Context: an optimization exercise on an open-source flow, tuned for small area, a short achievable clock period and few clock cycles per item. The choices shown serve that exercise and are no tape-out recipe.
Function not checked in this run: the RTL went through the layout flow alone.
Power is estimated from default activity; no workload was simulated.

==> flow/design.v <==
package stac_pkg;
	localparam int DEFAULT_TABLE_DEPTH = 16;
	localparam int COEF_W = 16;
	localparam int EXP_W = 8;
	typedef enum logic [1:0] {
		OP_INSERT = 2'd0,
		OP_DUMP   = 2'd1,
		OP_CLEAR  = 2'd2
	} op_t;
	typedef enum logic [1:0] {
		ST_OK    = 2'd0,
		ST_FULL  = 2'd1,
		ST_SAT   = 2'd2,
		ST_EMPTY = 2'd3
	} status_t;
	function automatic logic exp_gt(input logic [EXP_W-1:0] a, input logic [EXP_W-1:0] b);
		logic [EXP_W-1:0] g, e;
		g = a & ~b;
		e = ~(a ^ b);
		for (int d = 1; d < EXP_W; d = d * 2) begin
			for (int i = EXP_W - 1; i >= 0; i--) begin
				if ((i % (2 * d)) == (2 * d - 1)) begin
					g[i] = g[i] | (e[i] & g[i-d]);
					e[i] = e[i] & e[i-d];
				end
			end
		end
		exp_gt = g[EXP_W-1];
	endfunction
	function automatic logic [COEF_W:0] coef_add(input logic [COEF_W-1:0] a, input logic [COEF_W-1:0] b);
		logic [COEF_W-1:0] g, p, x;
		logic [COEF_W:0]   c;
		g = a & b;
		p = a ^ b;
		x = p;
		for (int d = 1; d < COEF_W; d = d * 2) begin
			for (int i = COEF_W - 1; i >= d; i--) begin
				g[i] = g[i] | (p[i] & g[i-d]);
				p[i] = p[i] & p[i-d];
			end
		end
		c = {g, 1'b0};
		coef_add = {c[COEF_W] ^ c[COEF_W-1], x ^ c[COEF_W-1:0]};
	endfunction
endpackage
module stac_cell (
	input  logic                                clk,
	input  logic        [stac_pkg::EXP_W-1:0]   in_exp,
	input  logic                                take_left,
	input  logic                                take_new,
	input  logic                                write_coef,
	input  logic        [stac_pkg::EXP_W-1:0]   left_exp,
	input  logic signed [stac_pkg::COEF_W-1:0]  left_coef,
	input  logic        [stac_pkg::EXP_W-1:0]   wr_exp,
	input  logic signed [stac_pkg::COEF_W-1:0]  wr_coef,
	output logic        [stac_pkg::EXP_W-1:0]   term_exp,
	output logic signed [stac_pkg::COEF_W-1:0]  term_coef,
	output logic                                in_gt,
	output logic                                in_eq
);
	logic        [stac_pkg::EXP_W-1:0]  exp_q;
	logic signed [stac_pkg::COEF_W-1:0] coef_q;
	assign in_gt = stac_pkg::exp_gt(exp_q, in_exp);
	assign in_eq = exp_q == in_exp;
	always_ff @(posedge clk) begin
		if (take_left || take_new) begin
			exp_q <= take_left ? left_exp : wr_exp;
		end
		if (take_left || write_coef) begin
			coef_q <= write_coef ? wr_coef : left_coef;
		end
	end
	assign term_exp  = exp_q;
	assign term_coef = coef_q;
endmodule
module sorted_term_accumulator_unit #(
	parameter int TABLE_DEPTH = stac_pkg::DEFAULT_TABLE_DEPTH
) (
	input  logic                                clk,
	input  logic                                arst_n,
	input  logic                                in_valid,
	output logic                                in_stall,
	input  logic        [1:0]                   opcode,
	input  logic signed [stac_pkg::COEF_W-1:0]  coefficient,
	input  logic        [stac_pkg::EXP_W-1:0]   exponent,
	output logic                                out_valid,
	input  logic                                out_stall,
	output logic signed [stac_pkg::COEF_W-1:0]  term_coefficient,
	output logic        [stac_pkg::EXP_W-1:0]   term_exponent,
	output logic        [1:0]                   status,
	output logic                                last
);
	localparam int N  = TABLE_DEPTH;
	localparam int CW = stac_pkg::COEF_W;
	localparam int EW = stac_pkg::EXP_W;
	logic                 item_v_q;
	logic [1:0]           item_op_q;
	logic signed [CW-1:0] item_c_q;
	logic [EW-1:0]        item_e_q;
	logic [N-1:0]         item_sel_q;   
	logic                 item_eq_q;    
	logic [N-1:0]         valid_q;      
	logic                 hold_q;       
	logic                 b_v_q;
	logic                 b_write_q;    
	logic                 b_term_q;     
	logic [N-1:0]         b_sel_q;
	logic signed [CW-1:0] b_rd_q;       
	logic                 b_fwd_q;      
	logic signed [CW-1:0] b_c_q;        
	logic [EW-1:0]        b_exp_q;
	stac_pkg::status_t    b_status_q;
	logic                 b_last_q;
	logic                 w_v_q;
	logic                 w_write_q;    
	logic                 w_term_q;     
	logic [N-1:0]         w_sel_q;
	logic signed [CW-1:0] w_sum_q;
	logic                 w_ovf_q;      
	logic                 w_neg_q;
	logic [EW-1:0]        w_exp_q;
	stac_pkg::status_t    w_status_q;
	logic                 w_last_q;
	logic adv, exec, done, accept, dump_step, hold_d;
	logic is_ins, is_dump, is_clear, nz, empty, full;
	logic place, wipe, ins_new, ins_merge, w_wr, fwd_w, fwd_b;
	logic [N-1:0]         valid_w, valid_d, ge_v, lt_v, left_v, new_v, tgt_v, b_tgt_v, sel_next;
	logic [N-1:0]         in_gt_v, in_eq_v, nxt_gt_v, nxt_eq_v, sel_d;
	logic                 run_gt, run_eq;
	logic [EW-1:0]        cexp  [N];
	logic signed [CW-1:0] ccoef [N];
	logic signed [CW-1:0] rd_coef;
	logic [EW-1:0]        rd_exp;
	logic [CW:0]          sum;
	logic signed [CW-1:0] wr_coef, opa;
	stac_pkg::status_t    item_status;
	assign adv       = !(w_v_q && out_stall);
	assign exec      = item_v_q && adv;
	assign is_ins    = item_op_q == stac_pkg::OP_INSERT;
	assign is_dump   = item_op_q == stac_pkg::OP_DUMP;
	assign is_clear  = item_op_q == stac_pkg::OP_CLEAR;
	assign nz        = item_c_q != '0;
	assign empty     = !valid_q[0];
	assign full      = valid_q[N-1];
	assign sel_next  = {item_sel_q[N-2:0], 1'b0};
	assign done      = exec && !hold_q;
	assign dump_step = exec && hold_q;
	assign in_stall  = hold_q || (item_v_q && w_v_q && out_stall);
	assign accept    = in_valid && !in_stall;
	always_comb begin
		if (dump_step)
			hold_d = (({sel_next[N-2:0], 1'b0}) & valid_q) != '0;
		else if (accept)
			hold_d = (opcode == stac_pkg::OP_DUMP) && valid_w[1];
		else if (exec)
			hold_d = 1'b0;
		else
			hold_d = hold_q;
	end
	assign place     = item_v_q && is_ins && nz && !item_eq_q && !full;
	assign wipe      = item_v_q && is_clear;
	assign ins_new   = place && adv;
	assign ins_merge = exec && is_ins && nz && item_eq_q;
	always_comb begin
		ge_v = item_sel_q;
		for (int d = 1; d < N; d = d * 2)
			ge_v = ge_v | (ge_v << d);
	end
	assign lt_v   = valid_q & ge_v;
	assign left_v = {lt_v[N-2:0], 1'b0};
	assign new_v  = item_sel_q;
	always_comb begin
		valid_w = valid_q;
		if (wipe)
			valid_w = '0;
		else if (place)
			valid_w = {valid_q[N-2:0], 1'b1};
	end
	assign valid_d = adv ? valid_w : valid_q;
	assign w_wr = w_v_q && adv && w_write_q;
	always_comb begin
		for (int i = 0; i < N; i++) begin
			if (ins_new && left_v[i]) begin
				tgt_v[i]   = w_sel_q[(i > 0) ? i - 1 : 0];
				b_tgt_v[i] = b_sel_q[(i > 0) ? i - 1 : 0];
			end else if (ins_new && new_v[i]) begin
				tgt_v[i]   = 1'b0;
				b_tgt_v[i] = 1'b0;
			end else begin
				tgt_v[i]   = w_sel_q[i];
				b_tgt_v[i] = b_sel_q[i];
			end
		end
	end
	for (genvar g = 0; g < N; g++) begin : g_cell
		logic [EW-1:0]        l_exp;
		logic signed [CW-1:0] l_coef;
		if (g == 0) begin : g_first
			assign l_exp  = item_e_q;
			assign l_coef = wr_coef;
		end else begin : g_rest
			assign l_exp  = cexp[g-1];
			assign l_coef = ccoef[g-1];
		end
		stac_cell u_cell (
			.clk        (clk),
			.in_exp     (exponent),
			.take_left  (ins_new && left_v[g]),
			.take_new   (ins_new && new_v[g]),
			.write_coef (w_wr && tgt_v[g]),
			.left_exp   (l_exp),
			.left_coef  (l_coef),
			.wr_exp     (item_e_q),
			.wr_coef    (wr_coef),
			.term_exp   (cexp[g]),
			.term_coef  (ccoef[g]),
			.in_gt      (in_gt_v[g]),
			.in_eq      (in_eq_v[g])
		);
	end
	assign run_gt = stac_pkg::exp_gt(item_e_q, exponent);
	assign run_eq = item_e_q == exponent;
	always_comb begin
		for (int i = 0; i < N; i++) begin
			if (i > 0 && place && left_v[i]) begin
				nxt_gt_v[i] = in_gt_v[(i > 0) ? i - 1 : 0];
				nxt_eq_v[i] = in_eq_v[(i > 0) ? i - 1 : 0];
			end else if (place && new_v[i]) begin
				nxt_gt_v[i] = run_gt;
				nxt_eq_v[i] = run_eq;
			end else begin
				nxt_gt_v[i] = in_gt_v[i];
				nxt_eq_v[i] = in_eq_v[i];
			end
		end
		nxt_gt_v = nxt_gt_v & valid_w;
		nxt_eq_v = nxt_eq_v & valid_w;
	end
	always_comb begin
		if (hold_q)
			sel_d = sel_next;
		else if (opcode == stac_pkg::OP_DUMP)
			sel_d = N'(1);
		else
			sel_d = ~nxt_gt_v & {nxt_gt_v[N-2:0], 1'b1};
	end
	always_comb begin
		rd_coef = '0;
		rd_exp  = '0;
		for (int i = 0; i < N; i++) begin
			rd_coef = rd_coef | (ccoef[i] & {CW{item_sel_q[i]}});
			rd_exp  = rd_exp  | (cexp[i]  & {EW{item_sel_q[i]}});
		end
	end
	assign fwd_w = w_v_q && w_write_q && ((w_sel_q & item_sel_q) != '0);
	assign fwd_b = b_v_q && b_write_q && ((b_sel_q & item_sel_q) != '0);
	always_comb begin
		item_status = stac_pkg::ST_OK;
		if (is_ins && nz && !item_eq_q && full)
			item_status = stac_pkg::ST_FULL;
		else if (is_dump && empty)
			item_status = stac_pkg::ST_EMPTY;
	end
	assign opa = b_fwd_q ? wr_coef : b_rd_q;
	assign sum = stac_pkg::coef_add(opa, b_c_q);
	assign wr_coef = w_ovf_q ? {w_neg_q, {(CW-1){~w_neg_q}}} : w_sum_q;
	always_ff @(posedge clk or negedge arst_n) begin
		if (!arst_n) begin
			item_v_q <= 1'b0;
			hold_q   <= 1'b0;
			valid_q  <= '0;
			b_v_q    <= 1'b0;
			w_v_q    <= 1'b0;
		end else begin
			if (accept)
				item_v_q <= 1'b1;
			else if (done)
				item_v_q <= 1'b0;
			valid_q <= valid_d;
			hold_q  <= hold_d;
			if (adv)
				b_v_q <= item_v_q;
			if (adv)
				w_v_q <= b_v_q;
		end
	end
	always_ff @(posedge clk) begin
		if (accept) begin
			item_op_q <= opcode;
			item_c_q  <= coefficient;
			item_e_q  <= exponent;
			item_eq_q <= |nxt_eq_v;
		end
		if (accept || dump_step)
			item_sel_q <= sel_d;
		if (exec) begin
			b_write_q  <= ins_merge || ins_new;
			b_term_q   <= is_dump && !empty;
			b_sel_q    <= item_sel_q;
			b_rd_q     <= (is_ins && !item_eq_q) ? '0 : (fwd_w ? wr_coef : rd_coef);
			b_fwd_q    <= !(is_ins && !item_eq_q) && fwd_b;
			b_c_q      <= is_ins ? item_c_q : '0;
			b_exp_q    <= rd_exp;
			b_status_q <= item_status;
			b_last_q   <= !hold_q;
		end
		if (adv) begin
			w_write_q  <= b_write_q;
			w_term_q   <= b_term_q;
			w_sel_q    <= b_tgt_v;
			w_sum_q    <= sum[CW-1:0];
			w_ovf_q    <= sum[CW];
			w_neg_q    <= b_c_q[CW-1];
			w_exp_q    <= b_exp_q;
			w_status_q <= b_status_q;
			w_last_q   <= b_last_q;
		end
	end
	assign out_valid        = w_v_q;
	assign term_coefficient = w_term_q ? w_sum_q : '0;
	assign term_exponent    = w_term_q ? w_exp_q : '0;
	assign status           = w_ovf_q ? stac_pkg::ST_SAT : w_status_q;
	assign last             = w_last_q;
endmodule
==> flow/run.sh <==
#!/bin/bash
# synth_recipe.tcl (not shown) runs the flow's synth.tcl, then flattens the netlist and writes it again
# the make line also repeats each setting of config.mk as NAME=value (left out here)
make -C /OpenROAD-flow-scripts/flow DESIGN_CONFIG=/design/flow/config.mk WORK_HOME=/design/flow/orfs CLKGATE_MAP_FILE= SYNTH_SCRIPT=/design/flow/synth_recipe.tcl finish
==> flow/config.mk <==
export PLATFORM = sky130hd
export DESIGN_NAME = sorted_term_accumulator_unit
export DESIGN_NICKNAME = sorted_term_accumulator_unit
export VERILOG_FILES = /design/flow/design.v
export SDC_FILE = /design/flow/constraint.sdc
export NUM_CORES = 4
export LEC_CHECK = 0
export CAP_MARGIN = 20
export CORE_MARGIN = 2
export CORE_UTILIZATION = 40
export CTS_BUF_LIST = sky130_fd_sc_hd__clkbuf_8
export CTS_CLUSTER_SIZE = 30
export SETUP_SLACK_MARGIN = 3.0
export SLEW_MARGIN = 20
==> flow/constraint.sdc <==
create_clock -name core_clock -period 6.0 [get_ports {clk}]
set_input_delay 1.2000 -clock core_clock [delete_from_list [all_inputs] [get_ports {clk}]]
set_output_delay 1.2000 -clock core_clock [all_outputs]
set_load 0.01 [all_outputs]
==> metrics.cfg <==
[critical_path]
start_kind = flop
crit_path_end_kind = flop
worstSetupStartpoint = w_ovf_q$_DFFE_PN_
crit_path_max_fanout = 4
critPathKind = reg2reg
r2r_slack_ps = 2710
rr_startpoint = w_ovf_q$_DFFE_PN_
crit_arrival_ps = 3770
crit_required_ps = 6470
r2r_cells = 15
crit_end = w_ovf_q$_DFFE_PN_
r2r-end = w_ovf_q$_DFFE_PN_

[route]
vias_per_cell = 6.48
num_vias = 25700
final_antenna_net_count = 0
wire_per_inst_microns = 30.8
wl_microns = 122000
drc = 0
drt_iter0_markers = 3440
first_pass_iters = 6

[floorplanning]
die_h_microns = 278
dieArea_sq_um = 77400
ios = 59
core-area_sq_um = 74400
rows = 100
dieWidth_microns = 278
initial_core_util_pct = 40.4

[status]
outcome = complete, no violations

[yosys]
synthSimpleGateAreaFrac_pct = 11.2
synthFlopType = edfxtp_1
synth_top_family_by_area = compound AO/OA/AOI/OAI gates
synth_area_leaders = edfxtp_1 (53%), ha_1 (6.3%), mux2_2 (5.4%), a21oi_1 (3.3%), o21ai_0 (2.9%)
syn_nets = 2811
ys_warn_count = 4
synth-compound-area-share_pct = 17.7
synth_xor_xnor_area_share_pct = 0.408
async_flop_share_pct = 3.60
synth_area_leader_cell = edfxtp_1
avgSynthCellArea_sq_um = 11.4
synth-seq-cells = 556
synth-edff-count = 536
yosysTopAreaCellShare_pct = 53.5
muxShareOfSynthArea_pct = 5.93
syn_inst = 2628
synth_area_sq_um = 30100
ys_seq_area_share_pct = 55.2
synthAdderAreaFrac_pct = 6.39
synth_cell_types = 79

[placed_design]
gp_congestion = 0.963
dpl_cell_area_sq_um = 32100
hpwl_microns = 73800
portBuffers = 58

[clock_tree]
clockBufferDepth = 3
cts_tree = yes
h-tree-depth = 3
clkTransAtPathRegs_ps = 60
numClockSinks = 556
insertion_delay_ps = 770
numCtsBuffers = 99
cts_root_buffer = clkbuf_8

[cells_and_area]
design_area_sq_um = 37200
area_growth_pct = 23.8
nets = 3098
fillers = 6518
drive_above_1_share_pct = 28.2
seqCellArea_sq_um = 16600
multi_input_area_sq_um = 13900

[timing]
worst_pin_slew_ps = 1030
fmax_mhz = 304
setup_viol = 0
slew_violations = 0
clock-skew-final_ps = 44.1
rsz0062_at_grt = yes
relSlewSlack_pct = 30.8
setup_tns_ps = 0
hold_viol_final = 0
period_share_pct = 54.9
period_minus_slack_ps = 3290
hold_ws_ps = 409

[worst_hold_path]
hold_path.class = reg2reg
hold_start = b_exp_q[2]$_DFFE_PP_
min_path_cells = 0

[grt]
antenna_found_initial = 4
grt_max_degree = 60
grt_pass1_vias = 24900
grt_usage_pct = 30.5
grt_pass1_wl_microns = 172000
overflow = 0

[power_and_ir_drop]
pwr-share-comb_pct = 41.9
p_leak_nw = 14.0
ir_drop_mv = 0.240
pwr-share-seq_pct = 37.0
power_density_nw_per_um2 = 437
p_int_mw = 9.63
p_switching_mw = 6.64
switching_share_pct = 40.8
clkPwrFrac_pct = 21.0

[run]
cap_viol_max_count = 0

## final cells by class
| class | instances | area share, % |
|---|---|---|
| flip-flops and latches | 556 | 44.6 |
| inverters | 58 | 0.689 |
| clock inverters | 78 | 1.17 |
| well taps | 969 | 3.26 |
| diodes | 5 | 0.0336 |
| repair buffers | 350 | 9.13 |
| clock buffers | 101 | 3.73 |
| multi-input cells | 1850 | 37.4 |
## cells in the final DEF (no fill, tap or decap), types with 14 or more instances in the layout
master           synthesis  layout
a211oi_1                23      14
a21o_1                  74      73
a21oi_1                198     158
a21oi_2                  3      30
a21oi_4                  0      15
a221oi_1                69      67
a22o_1                  74      73
a22oi_1                 88      86
and2_1                  49      39
buf_12                   0      35
buf_4                    1     210
buf_6                    4      52
clkbuf_2                 0      18
clkbuf_8                 0     101
clkdlybuf4s50_1          0      21
clkinv_1                 0      23
clkinv_2                 0      14
dfrtp_1                 20      17
edfxtp_1               536     536
ha_1                   152     127
ha_4                     0      20
inv_1                   58      72
mux2_2                 143     143
nand2_1                227     220
nand3_1                 63      56
nand4_1                 60      60
nor2_1                 215     198
nor2_2                   5      16
nor3_1                  18      16
o21ai_0                174     148
o21ai_1                 22      28
o21ai_2                  0      18
## registers in the layout (all words and copies together), names as in the netlist, 2 cells and up
register              flops
b_exp_q                   8
w_sel_q                  16
item_sel_q               16
item_e_q                  8
w_sum_q                  16
b_rd_q                   16
w_status_q                2
item_c_q                 16
b_status_q                2
b_c_q                    16
g_cell.u_cell.exp_q     128
b_sel_q                  16
w_exp_q                   8
g_cell.u_cell.coef_q    256
item_op_q                 2
valid_q                  16
## cells in the mapped netlist, drive strengths merged, types with 4 or more instances
| cell type | instances |
|---|---|
| a211o | 4 |
| a211oi | 23 |
| a21o | 75 |
| a21oi | 201 |
| a221oi | 69 |
| a22o | 74 |
| a22oi | 89 |
| a31o | 7 |
| a31oi | 11 |
| a32o | 8 |
| and2 | 49 |
| and3 | 7 |
| buf | 61 |
| clkbuf | 112 |
| dfrtp | 20 |
| edfxtp | 536 |
| ha | 152 |
| inv | 58 |
| mux2 | 146 |
| mux2i | 14 |
| nand2 | 229 |
| nand2b | 10 |
| nand3 | 64 |
| nand3b | 4 |
| nand4 | 61 |
| nor2 | 221 |
| nor2b | 7 |
| nor3 | 22 |
| nor4 | 7 |
| o2111ai | 5 |
| o21a | 5 |
| o21ai | 196 |
| o22ai | 4 |
| o31ai | 12 |
| or2 | 8 |
| or3 | 4 |
| xnor2 | 11 |
## worst max-delay path, cell delays in order, from the launching register on
cell and delay [ps]:
edfxtp_1 440, clkinv_4 120, nor2_4 180, buf_12 130, a21oi_2 30, buf_4 130, a21oi_2 130, ha_1 260
nor2b_4 140, o31a_1 300, o41ai_4 300, o22ai_2 150, o21ai_2 270, a21oi_4 120, a211oi_2 220, xor2_1 90
## layer usage
metal | part of all wire (%) | vias to the layer above | GRT usage, % | wire length, microns
met4 | 6.8 | 0 | 17.1 | 8300
met3 | 12 | 484 | 7.37 | 14300
met2 | 44 | 1883 | 46.5 | 53600
met5 | 0 | - | 0 | 0
li1 | - | 10800 | - | -
met1 | 38 | 12600 | 40.0 | 46000
## worst min path at each step
stage	slack (ps)	end
floorplan	400	w_exp_q[0]$_DFFE_PN_
global placement	400	w_last_q$_DFFE_PN_
detailed placement	410	w_exp_q[3]$_DFFE_PN_
CTS	420	w_exp_q[2]$_DFFE_PN_
global route	430	w_exp_q[3]$_DFFE_PN_
finish	410	w_exp_q[2]$_DFFE_PN_
## repair_timing
item / in CTS / in global routing
endpoints found under the setup margin: 916 / 458
cloned: 9 / 3
buffers inserted: 151 / 59
pin swaps: 63 / 63
resized for setup: 239 / 193
hold buffers: 0 / 0
## power by group through the flow
stage / registers, mW / clock network (mW) / logic, mW
6_report: 6.02 / 3.43 / 6.83
5_1_grt: 6.07 / 3.62 / 7.15
4_1_cts: 5.99 / 3.45 / 6.06
3_5_place_dp: 6.14 / 0 / 5.22
3_3_place_gp: 6.13 / 0 / 5.12
2_1_floorplan: 5.76 / 0 / 3.40
## metrics by stage
| stage | util, % | setup slack (ps) | cells | power, mW |
|---|---|---|---|---|
| finish | 50.0 | 2710 | 3967 | 16.3 |
| global route | 50.0 | 2620 | 3965 | 16.8 |
| CTS | 48.6 | 2740 | 3900 | 15.5 |
| detailed placement | 43.1 | 1150 | 3561 | 11.4 |
| global placement | 43.0 | 1130 | 3559 | 11.2 |
| floorplan | - | 2650 | 2628 | 9.16 |
## cell families after synthesis
| kind of cell | count (synthesis) |
|---|---|
| flip-flops | 556 |
| AND/OR/NAND/NOR | 707 |
| multiplexers | 160 |
| buffers and inverters | 231 |
| adder cells (fa/ha/maj) | 153 |
| XOR/XNOR | 14 |
| AO/OA/AOI/OAI | 807 |

-- port drivers added, routing unchanged --
The flow's constraints put no driver on any port. The routed layout listed below was extracted and timed again, unchanged, in two steps.
Step 1, drivers: a clkbuf_16 drives clk and a buf_2 each remaining input, both assumed.
Step 2 also shifts input and output timing later by t, the mid clock arrival at the registers, as if the neighbouring blocks saw the same clock.
a / b / c = ideal / step 1 / step 2; a / b = the first two.
t, ns: 0.812
slack for setup (ns): 2.709 / 2.709 / 2.149
hold slack, ns: 0.409 / 0.409 / 0.409
worst register clock-pin slew, ns: 0.07 / 0.07
cell pins on the clock port's net: 1
After both steps this run still meets setup and hold. For this run, drivers alone change the setup slack by 0.000 ns; drivers and shift together by -0.560 ns.
